Source: an optimization exercise on an open RTL-to-GDS flow (aim: small area). Production flows keep margins and buffers that such runs may drop.
In this exercise RTL edits were held to simulation tests only and were not proved equivalent to the original.
Power and IR drop assume default switching activity.

==> design/flow/design.v <==
module register_unit #(
  parameter logic [31:0] SP_INIT = 32'h0000_03FC,
  parameter bit          BYPASS  = 1'b0
) (
  input  logic               clk,
  input  logic               rst,
  input  logic [4:0]         rs1,
  input  logic [4:0]         rs2,
  input  logic [4:0]         rd,
  input  logic               ru_wr,
  input  logic signed [31:0] ru_wrdata,
  output logic signed [31:0] ru_rs1,
  output logic signed [31:0] ru_rs2,
  input  logic [4:0]         dbg_addr,
  output logic signed [31:0] dbg_data
);
  logic [31:1][31:0] r_regs;
  logic [31:0] w_view [0:31];
  logic w_wrValid;
  assign w_wrValid = ru_wr && (rd != 5'd0);
  always_ff @(posedge clk) begin
    if (rst) begin
      for (int i = 1; i < 32; i++) begin
        r_regs[i] <= (i == 2) ? SP_INIT : 32'h0000_0000;
      end
    end else if (w_wrValid) begin
      r_regs[rd] <= ru_wrdata;
    end
  end
  always_comb begin
    w_view[0] = 32'h0000_0000;
    for (int i = 1; i < 32; i++) begin
      w_view[i] = r_regs[i];
    end
  end
  always_comb begin
    ru_rs1 = w_view[rs1];
    if (BYPASS && w_wrValid && (rd == rs1)) begin
      ru_rs1 = ru_wrdata;
    end
  end
  always_comb begin
    ru_rs2 = w_view[rs2];
    if (BYPASS && w_wrValid && (rd == rs2)) begin
      ru_rs2 = ru_wrdata;
    end
  end
  always_comb begin
    dbg_data = w_view[dbg_addr];
    if (BYPASS && w_wrValid && (rd == dbg_addr)) begin
      dbg_data = ru_wrdata;
    end
  end
endmodule
==> design/flow/run.sh <==
#!/bin/bash
# synth_recipe.tcl (not shown) runs the flow's synth.tcl, then flattens the netlist and writes it again
# the make line also repeats each setting of config.mk as NAME=value (left out here)
make -C /OpenROAD-flow-scripts/flow DESIGN_CONFIG=/design/flow/config.mk WORK_HOME=/design/flow/orfs CLKGATE_MAP_FILE= SYNTH_SCRIPT=/design/flow/synth_recipe.tcl finish
==> design/flow/config.mk <==
export PLATFORM = sky130hd
export DESIGN_NAME = register_unit
export DESIGN_NICKNAME = register_unit
export VERILOG_FILES = /design/flow/design.v
export SDC_FILE = /design/flow/constraint.sdc
export NUM_CORES = 4
export LEC_CHECK = 0
export CAP_MARGIN = 20
export CORE_MARGIN = 2
export CORE_UTILIZATION = 40
export SETUP_SLACK_MARGIN = 0.3
export SLEW_MARGIN = 20
==> design/flow/constraint.sdc <==
create_clock -name core_clock -period 7.0 [get_ports {clk}]
set_input_delay 1.4000 -clock core_clock [delete_from_list [all_inputs] [get_ports {clk}]]
set_output_delay 1.4000 -clock core_clock [all_outputs]
set_load 0.01 [all_outputs]
==> impl_metrics.env <==
export IMPL_swShare_pct=27.2
export IMPL_grt_use_total_pct=50.6
export IMPL_cp_endpoint="ru_rs1[29]"
export IMPL_cp_end_kind="output pin"
export IMPL_drt_initial_drc_count=14600
export IMPL_async_flop_share_pct=0
export IMPL_criticalPathCategory="in -> out"
export IMPL_critPathMaxFanout=11
export IMPL_die_y_um=377
export IMPL_status="no timing/DRC/antenna violations"
export IMPL_setup_viol=0
export IMPL_area_growth_pct=18.2
export IMPL_power_leakage_nw=29.3
export IMPL_routedWlPerCell_um=45.7
export IMPL_p_int_w=0.00974
export IMPL_drive_above_1_share_pct=11.8
export IMPL_synth_avg_cell_area_um2=9.00
export IMPL_synth_area_um2=55800
export IMPL_gp_congestion=1.05
export IMPL_start_util_pct=40.1
export IMPL_antenna_found_initial=27
export IMPL_worst_r2r_cell_count=2
export IMPL_power_w=0.0134
export IMPL_drtPass1Iterations=14
export IMPL_dp_hpwl_mm=231
export IMPL_cp_depth=9
export IMPL_holdWs_ns=0.516
export IMPL_synth_top_family_by_area="simple AND/OR/NAND/NOR gates"
export IMPL_p_switching_w=0.00364
export IMPL_root_buffer="clkbuf_16"
export IMPL_synth_xor_area_share_pct=0.186
export IMPL_synth_top_area_share_pct=35.6
export IMPL_drc=0
export IMPL_required_ns=5.60
export IMPL_ys_seq_elements=992
export IMPL_synth_mux_area_fraction_pct=18.1
export IMPL_largest_register_ffs=992
export IMPL_hold_violations=0
export IMPL_crit_start="rs1[2]"
export IMPL_ys_flop_type="dfxtp_1"
export IMPL_r2r_end="r_regs[491]"
export IMPL_drtAntennaViolNets=0
export IMPL_synth_warnings=2
export IMPL_dp_slack_ns=0.501
export IMPL_ys_seq_area_share_pct=35.6
export IMPL_worst_path_buf_inv=3
export IMPL_portBuffers=150
export IMPL_drv_slew=0
export IMPL_post_route_period_util_pct=98.5
export IMPL_synthSimpleGateAreaFrac_pct=20.9
export IMPL_max_freq_mhz=145
export IMPL_start_kind="input port"
export IMPL_grt_pass1_vias=56100
export IMPL_syn_nets=6264
export IMPL_synthAdderAreaFrac_pct=0.202
export IMPL_synth_area_leader_cell="dfxtp_1"
export IMPL_cpPeakStageDelay_ns=1.04
export IMPL_die_x_um=377
export IMPL_reg2reg_slack_ns=6.02
export IMPL_vias_per_cell=7.52
export IMPL_crit_chain="clkdlybuf4s50_1 > nand2b_1 > nor3_2 > buf_4 > a22oi_1 > and3_1 > nand4_1 > or3_1 > clkdlybuf4s50_1"
export IMPL_hold_buffers=0
export IMPL_cts_tree="done"
export IMPL_maxCapViolations=0
export IMPL_vias=61800
export IMPL_cts_sinks=992
export IMPL_grt_setup_unrepaired="false"
export IMPL_htree_levels=3
export IMPL_yosys_top_cells_area="dfxtp_1, mux2i_1, a22oi_1"
export IMPL_regMostFlops="r_regs"
export IMPL_timing_rr_start="r_regs[491]"
export IMPL_fill_cells=13200
export IMPL_worst_slack_ns=0.104
export IMPL_synthDistinctLibCells=65
export IMPL_wirelength_mm=376
export IMPL_tightest_slew_ns=1.23
export IMPL_grt_start_max_net_pins=123
export IMPL_clkLatencyLatePin_ns=0.75
export IMPL_max_slew_margin_rel_pct=18.1
export IMPL_critical_path_top_delay_family="buffers and inverters"
export IMPL_clockPowerShare_pct=48.8
export IMPL_combPwrFrac_pct=8.2
export IMPL_setup_tns_ns=0
export IMPL_row_count=137
export IMPL_syn_inst=6200
export IMPL_min_path_type="reg -> reg"
export IMPL_synth_compound_area_share_pct=20.1
export IMPL_synth_edf_count=0
export IMPL_cts_buffers=113
export IMPL_ios=151
export IMPL_grt_overflow_total=0
export IMPL_top_regs="r_regs (992)"
export IMPL_crit_path_frequent_cell="clkdlybuf4s50_1"
export IMPL_die_area_um2=142000
export IMPL_clk_path_buf_depth=3
export IMPL_nets=6287
export IMPL_p_per_area_nw_per_um2=203
export IMPL_min_period_ns=6.90
export IMPL_finClkSkew_ns=0
export IMPL_worstPathArrival_ns=5.50
export IMPL_core_area_um2=139000
export IMPL_peakVddDrop_mv=0.201
export IMPL_grt_first_pass_wirelength_mm=496
export IMPL_p_seq_share_pct=42.9
export IMPL_critPathSlowestCell="clkdlybuf4s50_1"
export IMPL_clk_pin_slew_ns=0.06
## through the flow
step	std cells	area (µm²)	util, %
after floorplan	6200	55800	-
after global placement	7973	61600	44.3
after detailed placement	7979	61800	44.4
after CTS	8187	65700	47.3
after global routing	8192	65800	47.4
final	8220	65900	47.4
## kinds of logic (layout without fill, tap and decap cells)
group / count (synthesis) / in the layout
muxes: 1008 / 1008
other: 0 / 28
and+or+nand+nor: 2076 / 2076
DFF: 992 / 992
AOI/OAI and AO/OA: 1467 / 1467
buffers and inverters: 640 / 756
xor gates and xnor gates: 8 / 8
adders and majority gates: 9 / 9
## power groups by stage
stage	Clock (W)	Sequential, W	Combinational [W]
after floorplan	0	0.00584	0.000491
after global placement	0	0.00586	0.00100
after detailed placement	0	0.00586	0.00102
after CTS	0.00650	0.00574	0.00102
after global routing	0.00671	0.00574	0.00107
final	0.00653	0.00574	0.00110
## synthesized netlist by cell type, types with 5 or more instances
master and count:
nand4_1 135, a32oi_1 6, nand4_2 10, buf_4 53
and3_1 16, o21ai_0 9, buf_2 49, mux2i_1 1007
nand2_1 393, a22oi_1 1269, nor2b_1 8, a21oi_1 19
dfxtp_1 992, a22o_1 29, and4_1 15, nand2b_1 1034
or4_1 18, a222oi_1 64, nor4_1 39, or3_1 12
nand3b_1 14, or3b_2 5, nor3b_1 9, inv_1 12
a31oi_1 6, nor2_1 142, nor3_1 102, nand3_1 93
buf_6 5, ha_1 9, clkbuf_1 455, nor4b_1 7
buf_1 66, a221oi_1 33, or2_2 6
## worst min-delay path: stages, from the launching register on
cell and delay, ns:
dfxtp_1 0.34, nand2b_1 0.07, mux2i_1 0.06
## cell usage in the layout (no fill, tap or decap), types with 60 or more instances in the layout
cell type and instances:
nand2b_1 1012, buf_4 296, nand4_1 135, a22oi_1 1269, buf_12 87, mux2i_1 1007, nor2_1 82, clkdlybuf4s50_1 147
nor3_1 73, a222oi_1 64, clkbuf_16 113, nand2_1 390, nor2_4 60, nand3_1 90, dfxtp_1 992
## metal layers
| layer | GRT usage [%] | vias up | routed length (µm) |
|---|---|---|---|
| met3 | 26.1 | 2178 | 61400 |
| li1 | - | 23200 | - |
| met2 | 66.6 | 6483 | 141000 |
| met5 | 1.03 | - | 463 |
| met1 | 63.4 | 29900 | 140000 |
| met4 | 33.2 | 40 | 32300 |
## layout make-up
cell class                 instances  area [µm²]  share of cell area, %
clock inverter                    53         744                   1.13
antenna                           28        70.1                  0.106
timing repair buffer             536        5510                   8.36
sequential                       992       19900                   30.1
inverter                          12        45.0                 0.0683
clock buffer                     155        3250                   4.92
tap                             1876        2350                   3.56
multi-input combinational       4568       34100                   51.7
## repair_timing
action / 4_1_cts / 5_1_grt
setup endpoints to repair: 0 / 5
setup buffers: 0 / 5
hold endpoints to repair: 0 / 0
resized for setup: 0 / 0
## worst min-delay path by stage
stage          slack, ns  depth (start not counted)           to   startpoint
3_5_place_dp        0.50                          2  r_regs[218]  r_regs[218]
4_1_cts             0.51                          2  r_regs[496]  r_regs[496]
3_3_place_gp        0.49                          2  r_regs[496]  r_regs[496]
5_1_grt             0.53                          2  r_regs[148]  r_regs[148]
6_report            0.52                          2  r_regs[496]  r_regs[496]
2_1_floorplan       0.47                          2  r_regs[618]  r_regs[618]

-- separate check: timing with driven ports --
The results above use ideal ports. As a check the final layout listed here was re-extracted and re-timed, cells and wires unchanged.
Step 1 sets driving cells, clkbuf_16 on the clock port and buf_2 on the other inputs (assumed; they add their load-dependent delay and slew).
Step 2 times the ports against the registers' clock, not the clock port: input delays grow and output delays shrink by t, the midpoint of the rising clock arrivals with the driver on.
a / b / c = ideal ports / drivers / drivers and shift; a / b = the first two.
t, ns: 0.859
setup WS [ns]: 0.104 / 0.075 / 0.075
worst data-port slew with drivers (ns): 0.20
After both steps setup and hold are still met in this run. The setup slack of this run moves by -0.029 ns with the drivers and by -0.029 ns with both steps.
